From an optimization exercise on the open Yosys and OpenROAD flow, aimed at small area and a short achievable clock period; shortcuts taken in it are not production practice.
The RTL was checked by simulation tests, not by an equivalence proof against the original design.
Power is estimated from default activity; no workload was simulated.

===== flow/run.sh =====
#!/bin/bash
# synth_recipe.tcl (not shown) runs the flow's synth.tcl, then flattens the netlist and writes it again
# the make line also repeats each setting of config.mk as NAME=value (left out here)
make -C /OpenROAD-flow-scripts/flow DESIGN_CONFIG=/design/flow/config.mk WORK_HOME=/design/flow/orfs CLKGATE_MAP_FILE= SYNTH_SCRIPT=/design/flow/synth_recipe.tcl finish

===== flow/config.mk =====
export PLATFORM = sky130hd
export DESIGN_NAME = gmii_tx_top
export DESIGN_NICKNAME = gmii_tx_top
export VERILOG_FILES = /design/flow/design.v
export SDC_FILE = /design/flow/constraint.sdc
export NUM_CORES = 4
export LEC_CHECK = 0
export CAP_MARGIN = 20
export CORE_MARGIN = 2
export CORE_UTILIZATION = 45
export PLACE_DENSITY = 0.6
export SLEW_MARGIN = 20

===== flow/constraint.sdc =====
create_clock -name core_clock -period 5.5 [get_ports {clk}]
set_input_delay 1.1000 -clock core_clock [delete_from_list [all_inputs] [get_ports {clk}]]
set_output_delay 1.1000 -clock core_clock [all_outputs]
set_load 0.01 [all_outputs]

===== flow/design.v =====
`timescale 1ns/1ns
package gmii_tx_pkg;
	typedef struct packed {
		logic [2-1:0][7:0] data;
		logic [2-1:0]      keep;
		logic                           last;
	} beat_t;
	typedef struct packed {
		logic [7:0] txd;
		logic       txen;
		logic       txer;
	} gmii_t;
	typedef struct packed {
		logic [15:0] frames;
		logic [31:0] bytes;
	} stats_t;
	function automatic logic [31:0] crc32_next(input logic [31:0] crc, input logic [7:0] data);
		logic [31:0] c;
		c = crc ^ {24'h000000, data};
		for (int i = 0; i < 8; i++)
		begin
			if (c[0])
			begin
				c = (c >> 1) ^ 32'hEDB88320;
			end
			else
			begin
				c = c >> 1;
			end
		end
		crc32_next = c;
	endfunction
endpackage
`timescale 1ns/1ns
module gmii_tx_frame_fifo
(
	input  logic  clk,
	input  logic  sresetn,
	input  gmii_tx_pkg::beat_t in_beat,
	input  logic  in_valid,
	output logic  in_ready,
	output gmii_tx_pkg::beat_t out_beat,
	output logic  out_valid,
	input  logic  out_ready
);
	localparam int DEPTH  = 128;
	localparam int ADDR_W = $clog2(DEPTH);
	localparam int BEAT_W = 2 * 9 + 1;
	localparam logic [ADDR_W:0] FULL_CNT = DEPTH[ADDR_W:0];
	logic [BEAT_W-1:0] mem [0:DEPTH-1];
	logic [ADDR_W-1:0] wr_ptr;
	logic [ADDR_W-1:0] rd_ptr;
	logic [ADDR_W:0] beat_cnt;
	logic [ADDR_W:0] frame_cnt;
	logic wr_en;
	logic rd_en;
	logic frame_up;
	logic frame_dn;
	assign in_ready = (beat_cnt != FULL_CNT);
	assign wr_en    = in_valid && in_ready;
	assign out_valid = (frame_cnt != '0);
	assign rd_en     = out_valid && out_ready;
	assign out_beat = mem[rd_ptr];
	assign frame_up = wr_en && in_beat.last;
	assign frame_dn = rd_en && out_beat.last;
	always_ff @(posedge clk)
	begin
		if (wr_en)
		begin
			mem[wr_ptr] <= in_beat;
		end
	end
	always_ff @(posedge clk)
	begin
		if (!sresetn)
		begin
			wr_ptr    <= '0;
			rd_ptr    <= '0;
			beat_cnt  <= '0;
			frame_cnt <= '0;
		end
		else
		begin
			if (wr_en)
			begin
				wr_ptr <= wr_ptr + 1'b1;
			end
			if (rd_en)
			begin
				rd_ptr <= rd_ptr + 1'b1;
			end
			if (wr_en && !rd_en)
			begin
				beat_cnt <= beat_cnt + 1'b1;
			end
			else if (!wr_en && rd_en)
			begin
				beat_cnt <= beat_cnt - 1'b1;
			end
			if (frame_up && !frame_dn)
			begin
				frame_cnt <= frame_cnt + 1'b1;
			end
			else if (!frame_up && frame_dn)
			begin
				frame_cnt <= frame_cnt - 1'b1;
			end
		end
	end
endmodule
`timescale 1ns/1ns
module gmii_tx_mac
(
	input  logic  clk,
	input  logic  sresetn,
	input  gmii_tx_pkg::beat_t beat,
	input  logic  valid,
	output logic  ready,
	output gmii_tx_pkg::gmii_t gmii
);
	localparam int BYTES = 2;
	localparam int IDX_W = (BYTES > 1) ? $clog2(BYTES) : 1;
	localparam int CTR_W = $clog2(60 + 1);
	localparam logic [CTR_W-1:0] PRE_LAST = 7 - 1;
	localparam logic [CTR_W-1:0] LEN_LAST = 60 - 1;
	localparam logic [CTR_W-1:0] FCS_LAST = 3;
	localparam logic [CTR_W-1:0] IPG_LAST = 12 - 2;
	localparam logic [IDX_W-1:0] IDX_LAST = BYTES - 1;
	typedef enum logic [2:0] {
		S_WAIT,
		S_PREAMBLE,
		S_SFD,
		S_DATA,
		S_CRC,
		S_IPG
	} state_t;
	state_t state;
	state_t next_state;
	logic [CTR_W-1:0] ctr;
	logic [IDX_W-1:0] byte_idx;
	logic length_ok;
	logic len_reached;
	logic last_byte_sent;
	logic beat_done;
	logic [7:0]      cur_byte;
	logic [7:0]      tx_byte;
	logic [31:0]     crc;
	logic [3:0][7:0] fcs;
	logic [7:0] txd_q;
	logic       txen_q;
	assign beat_done = (byte_idx == IDX_LAST) ||
		(beat.last && (((beat.keep >> byte_idx) >> 1) == '0));
	assign cur_byte = beat.data[byte_idx];
	assign tx_byte = last_byte_sent ? 8'h00 : cur_byte;
	assign ready = (state == S_DATA) && !last_byte_sent && valid && beat_done;
	assign len_reached = length_ok || (ctr == LEN_LAST);
	assign fcs = ~crc;
	assign gmii = {txd_q, txen_q, 1'b0};
	always_comb
	begin
		next_state = state;
		case (state)
			S_WAIT:
				if (valid)
					next_state = S_PREAMBLE;
			S_PREAMBLE:
				if (ctr == PRE_LAST)
					next_state = S_SFD;
			S_SFD:
				next_state = S_DATA;
			S_DATA:
				if (len_reached && (last_byte_sent || (ready && beat.last)))
					next_state = S_CRC;
			S_CRC:
				if (ctr == FCS_LAST)
					next_state = S_IPG;
			S_IPG:
				if (ctr == IPG_LAST)
					next_state = S_WAIT;
			default:
				next_state = S_WAIT;
		endcase
	end
	always_ff @(posedge clk)
	begin
		if (!sresetn)
		begin
			state          <= S_WAIT;
			ctr            <= '0;
			byte_idx       <= '0;
			length_ok      <= 1'b0;
			last_byte_sent <= 1'b0;
			txen_q         <= 1'b0;
		end
		else
		begin
			state <= next_state;
			if (next_state != state)
			begin
				ctr <= '0;
			end
			else
			begin
				ctr <= ctr + 1'b1;
			end
			txen_q <= (state == S_PREAMBLE) || (state == S_SFD) ||
				(state == S_DATA) || (state == S_CRC);
			if (state == S_WAIT)
			begin
				byte_idx       <= '0;
				length_ok      <= 1'b0;
				last_byte_sent <= 1'b0;
			end
			if (state == S_DATA)
			begin
				length_ok <= len_reached;
				if (!last_byte_sent && valid)
				begin
					byte_idx <= beat_done ? '0 : byte_idx + 1'b1;
				end
				if (ready && beat.last)
				begin
					last_byte_sent <= 1'b1;
				end
			end
		end
	end
	always_ff @(posedge clk)
	begin
		case (state)
			S_WAIT:
			begin
				txd_q <= 8'h00;
				crc   <= '1;
			end
			S_PREAMBLE:
				txd_q <= 8'h55;
			S_SFD:
				txd_q <= 8'hD5;
			S_DATA:
			begin
				txd_q <= tx_byte;
				crc   <= gmii_tx_pkg::crc32_next(crc, tx_byte);
			end
			S_CRC:
				txd_q <= fcs[ctr[1:0]];
			default:
				txd_q <= 8'h00;
		endcase
	end
endmodule
`timescale 1ns/1ns
module gmii_tx_stats
(
	input  logic   clk,
	input  logic   sresetn,
	input  gmii_tx_pkg::gmii_t  gmii,
	output gmii_tx_pkg::stats_t stats
);
	logic txen_d;
	logic sfd_seen;
	logic [15:0] frame_bytes;
	logic frame_end;
	assign frame_end = txen_d && !gmii.txen;
	always_ff @(posedge clk)
	begin
		if (!sresetn)
		begin
			txen_d      <= 1'b0;
			sfd_seen    <= 1'b0;
			frame_bytes <= '0;
			stats       <= '0;
		end
		else
		begin
			txen_d <= gmii.txen;
			if (gmii.txen)
			begin
				if (sfd_seen)
				begin
					frame_bytes <= frame_bytes + 1'b1;
				end
				else if (gmii.txd == 8'hD5)
				begin
					sfd_seen <= 1'b1;
				end
			end
			else
			begin
				sfd_seen    <= 1'b0;
				frame_bytes <= '0;
			end
			if (frame_end)
			begin
				stats.frames <= stats.frames + 1'b1;
				stats.bytes  <= stats.bytes + {16'h0000, frame_bytes};
			end
		end
	end
endmodule
`timescale 1ns/1ns
module gmii_tx_top
(
	input  logic        clk,
	input  logic        sresetn,
	input  logic [15:0] in_data,
	input  logic [1:0]  in_keep,
	input  logic        in_last,
	input  logic        in_valid,
	output logic        in_ready,
	output logic [7:0]  gmii_txd,
	output logic        gmii_txen,
	output logic        gmii_txer,
	output logic [15:0] stats_frames,
	output logic [31:0] stats_bytes
);
	gmii_tx_pkg::beat_t  in_beat;
	gmii_tx_pkg::gmii_t  gmii;
	gmii_tx_pkg::stats_t stats;
	assign in_beat      = {in_data, in_keep, in_last};
	assign gmii_txd     = gmii.txd;
	assign gmii_txen    = gmii.txen;
	assign gmii_txer    = gmii.txer;
	assign stats_frames = stats.frames;
	assign stats_bytes  = stats.bytes;
	gmii_tx_pkg::beat_t mac_beat;
	logic  mac_valid;
	logic  mac_ready;
	gmii_tx_frame_fifo u_fifo (
		.clk       (clk),
		.sresetn   (sresetn),
		.in_beat   (in_beat),
		.in_valid  (in_valid),
		.in_ready  (in_ready),
		.out_beat  (mac_beat),
		.out_valid (mac_valid),
		.out_ready (mac_ready)
	);
	gmii_tx_mac u_mac (
		.clk     (clk),
		.sresetn (sresetn),
		.beat    (mac_beat),
		.valid   (mac_valid),
		.ready   (mac_ready),
		.gmii    (gmii)
	);
	gmii_tx_stats u_stats (
		.clk     (clk),
		.sresetn (sresetn),
		.gmii    (gmii),
		.stats   (stats)
	);
endmodule

==> run notes <==
status - timing/DRC/antenna clean
P_leak - 0.0350 uW
clock latency (worst-skew pair) - 940 ps
most common cell after layout, fill and taps aside - edfxtp_1
Max Root-Sink Buffers - 4
TritonCTS clock tree - done
share of layout cells above drive strength 1 - 0.278
cts hold-fix bufs - 0
total CTS buffers - 275
I/O pin count - 81
VDD IR-drop max - 0.338 mV
drt via density - 6.00
final hold viol count - 0
clock root cell - clkbuf_16
Final Util - 0.520
r2r worst-path depth - 20
unique cell type count in the Yosys netlist - 100
Die H - 470 um
flops & latches, synth - 2460
Reg2Reg Setup Slack - 230 ps
Post-synth ARST share - 0
Max transition margin - 0.298
DRT Pass-1 Iters - 5
drt drc - 0
total wire length - 259000 um
Max Cap Viol - 0
crit path kind - reg -> reg
Rows - 170
number of fill cells - 16800
CP arrival - 6130 ps
CP max stage cell - mux4_2
Final ANT Viol Nets - 0
Setup TNS - 0 ps
Die X - 470 um
combinational family with the most area after synthesis - multiplexers
clk_skew - 91.1 ps
port bufs - 78
post-synthesis cell count - 4784
crit path cell chain - buf_12 > mux4_2 > mux4_2 > mux4_2 > nand2_1 > o21ai_1 > nand2_1 > nand3_1 > ha_1 > inv_1 > ha_1 > a21o_1 > a21oi_1 > o21bai_1 > a21oi_1 > o21bai_1 > a21oi_1 > xnor2_1 > or3_1 > a21boi_0
RSZ-0062 raised after global routing - false
pwr/cell area - 349 nW/um^2
Initial Util - 0.454
worst-path maximum fanout - 28
xor/xnor cell area share of the yosys netlist - 0.0143
Tmin final - 5270 ps
First DRT Iteration DRCs - 5892
Final Max Slew Viols - 0
total setup buffers inserted after CTS - 0
Seq/Total Area, Yosys - 0.745
Post-synth EDFFs - 2336
Worst-Margin Slew - 1050 ps
via count - 49600
CP Launch Type - flip-flop
Synth Area in Simple Gates - 0.0340
clock transition at the registers of the reported paths - 60 ps
Critical Path Max Stage Delay - 570 ps
Post-layout nets - 5313
initial antenna violation count - 12
syn avg cell area - 20.4 um^2
hold crit path type - reg -> reg
Tot Pwr - 39000 uW
crit share post-route - 0.958
Worst Path Required - 6360 ps
Core Box Area - 215000 um^2
Critical Path End - u_fifo.frame_cnt[7]
Synth Area in Compound Gates - 0.0296
number of clock sinks - 2460
grt total ovfl - 0
global-route wire length before repair - 368000 um
CTS H-tree lvls - 5
final setup fails - 0
Max Fclk - 0.190 GHz
Total GRT Usage - 0.233
Syn. warnings - 3
die area - 220000 um^2
DR WL/cell - 31.3 um
post-CTS resize count - 0
Synth Flop Type - edfxtp_1
Setup crit end kind - flip-flop
most frequent cells in the layout - edfxtp_1 (2336), mux4_2 (575), buf_4 (346), clkbuf_16 (280), nand2_1 (228)
Post-DP HPWL - 157000 um
Synth Net Count - 4845
mux contribution to synthesized area - 0.154
FF-to-FF End - u_fifo.frame_cnt[7]
GP Congestion - 0.858
post-synthesis adder-cell area fraction - 0.00523
P&R area growth vs syn - 14.7%
mapped cell area - 97500 um^2
vias in the first global route - 49200
largest net degree at the start of global routing - 105
[cell usage after synthesis (27+ instances only)]
library cell,instances,share of area
a21boi_0,27,0.0021
a21oi_1,76,0.0039
a22oi_1,58,0.0045
and2_1,50,0.0032
buf_2,76,0.0039
buf_4,29,0.0022
clkbuf_1,84,0.0032
dfxtp_1,124,0.025
edfxtp_1,2336,0.72
ha_1,36,0.0046
inv_1,30,0.0012
mux2i_1,153,0.016
mux4_2,575,0.13
nand2_1,228,0.0088
nand3_1,48,0.0025
nor2_1,204,0.0079
nor2b_1,27,0.0017
o21ai_0,58,0.0030
o22ai_1,32,0.0021
xnor2_1,69,0.0062
xor2_1,48,0.0043
[critical path: cells and delay by family (launching register included)]
kind	cells	cell delay, ps
adder cells (fa/ha/maj)	2	570
AND/OR/NAND/NOR	4	850
XOR/XNOR	1	90
AO/OA/AOI/OAI	8	1250
flip-flops	1	450
buffers and inverters	2	380
multiplexers	3	1600
[logic make-up (layout without fill, tap and decap cells)]
group / count (synthesis) / after routing
DFF: 2460 / 2460
xor gates and xnor gates: 134 / 134
and+or+nand+nor: 700 / 700
other: 1 / 3
muxes: 760 / 760
buffers and inverters: 279 / 927
adders and majority gates: 39 / 39
AOI/OAI and AO/OA: 411 / 411
[power by group]
part	switching (uW)	internal [uW]	total [uW]
Combinational	816	442	1260
Sequential	66.5	20600	20600
Clock	7090	10000	17100
Total	7970	31000	39000
[metal layers]
metal,up-vias,global-route usage,wire length (um),part of all wire
met4,10,0.0856,9790,0.038
met2,2051,0.369,124000,0.48
met3,452,0.0390,19100,0.074
met5,-,0,74,0.00029
li1,20600,-,-,-
met1,26500,0.326,106000,0.41
[how the worst min path moves through the flow]
stage | from | end | slack [ps] | cells after the start
after detailed placement | u_stats.stats[30] | u_stats.stats[30] | 490 | 2
after floorplan | u_fifo.beat_cnt[7] | u_fifo.beat_cnt[7] | 460 | 2
after CTS | u_stats.stats[30] | u_stats.stats[30] | 500 | 2
after global placement | u_stats.stats[26] | u_stats.stats[26] | 460 | 2
final | u_fifo.beat_cnt[7] | u_fifo.beat_cnt[7] | 490 | 2
after global routing | u_stats.stats[26] | u_stats.stats[26] | 520 | 2
[state kept, by name (all words and copies together) (netlist names), named ones only]
register / flops
u_fifo.mem: 2304
u_stats.stats: 48
u_mac.crc: 32
u_stats.frame_bytes: 16
u_fifo.beat_cnt: 8
u_fifo.frame_cnt: 8
u_mac.txd_q: 8
u_fifo.rd_ptr: 7
u_fifo.wr_ptr: 7
u_mac.ctr: 6
u_mac.state: 3
u_mac.byte_idx: 1
u_mac.last_byte_sent: 1
u_mac.length_ok: 1
u_mac.txen_q: 1
u_stats.sfd_seen: 1
u_stats.txen_d: 1
[stage by stage]
| step | hold WS, ps | setup WS [ps] | instance area [um^2] | instances |
|---|---|---|---|---|
| after floorplan | 459 | 454 | 97500 | 4784 |
| after global placement | 461 | 146 | 104000 | 7813 |
| after detailed placement | 490 | 174 | 104000 | 7813 |
| after CTS | 498 | 199 | 112000 | 8270 |
| after global routing | 516 | 4.71 | 112000 | 8270 |
| final | 494 | 232 | 112000 | 8272 |
[layout make-up]
cell class	instances	area, um^2	share of cell area
Multi-Input combinational cell	2045	23500	0.210
Clock buffer	353	7360	0.0658
Clock inverter	104	850	0.00760
Timing Repair Buffer	438	3810	0.0341
Antenna cell	2	5.00	0.0000447
Sequential cell	2460	72600	0.650
Inverter	32	125	0.00112
Tap cell	2838	3550	0.0317

==> what the ideal ports hide <==
The results above use ideal ports. As a check the final layout listed here was re-extracted and re-timed, cells and wires unchanged. Step 1 (the two cells are an assumption about what drives the block):
set clk [get_ports {clk}]
set_driving_cell -lib_cell sky130_fd_sc_hd__clkbuf_16 $clk
set_driving_cell -lib_cell sky130_fd_sc_hd__buf_2 [delete_from_list [all_inputs] $clk]
Step 2, shift: input delay + t, output delay - t, t = (earliest + latest rising clock arrival at the registers) / 2. This alone moves slack from input paths to output paths. Three values: ideal, step 1, step 2; two values: the first two.
t, ns: 0.988
setup slack, ns: 0.232 / 0.232 / 0.232
latest minus earliest clock arrival (ns): 0.096 / 0.097
After both steps setup and hold are still met in this run. The setup slack of this run moves by 0.000 ns with the drivers and by 0.000 ns with both steps.
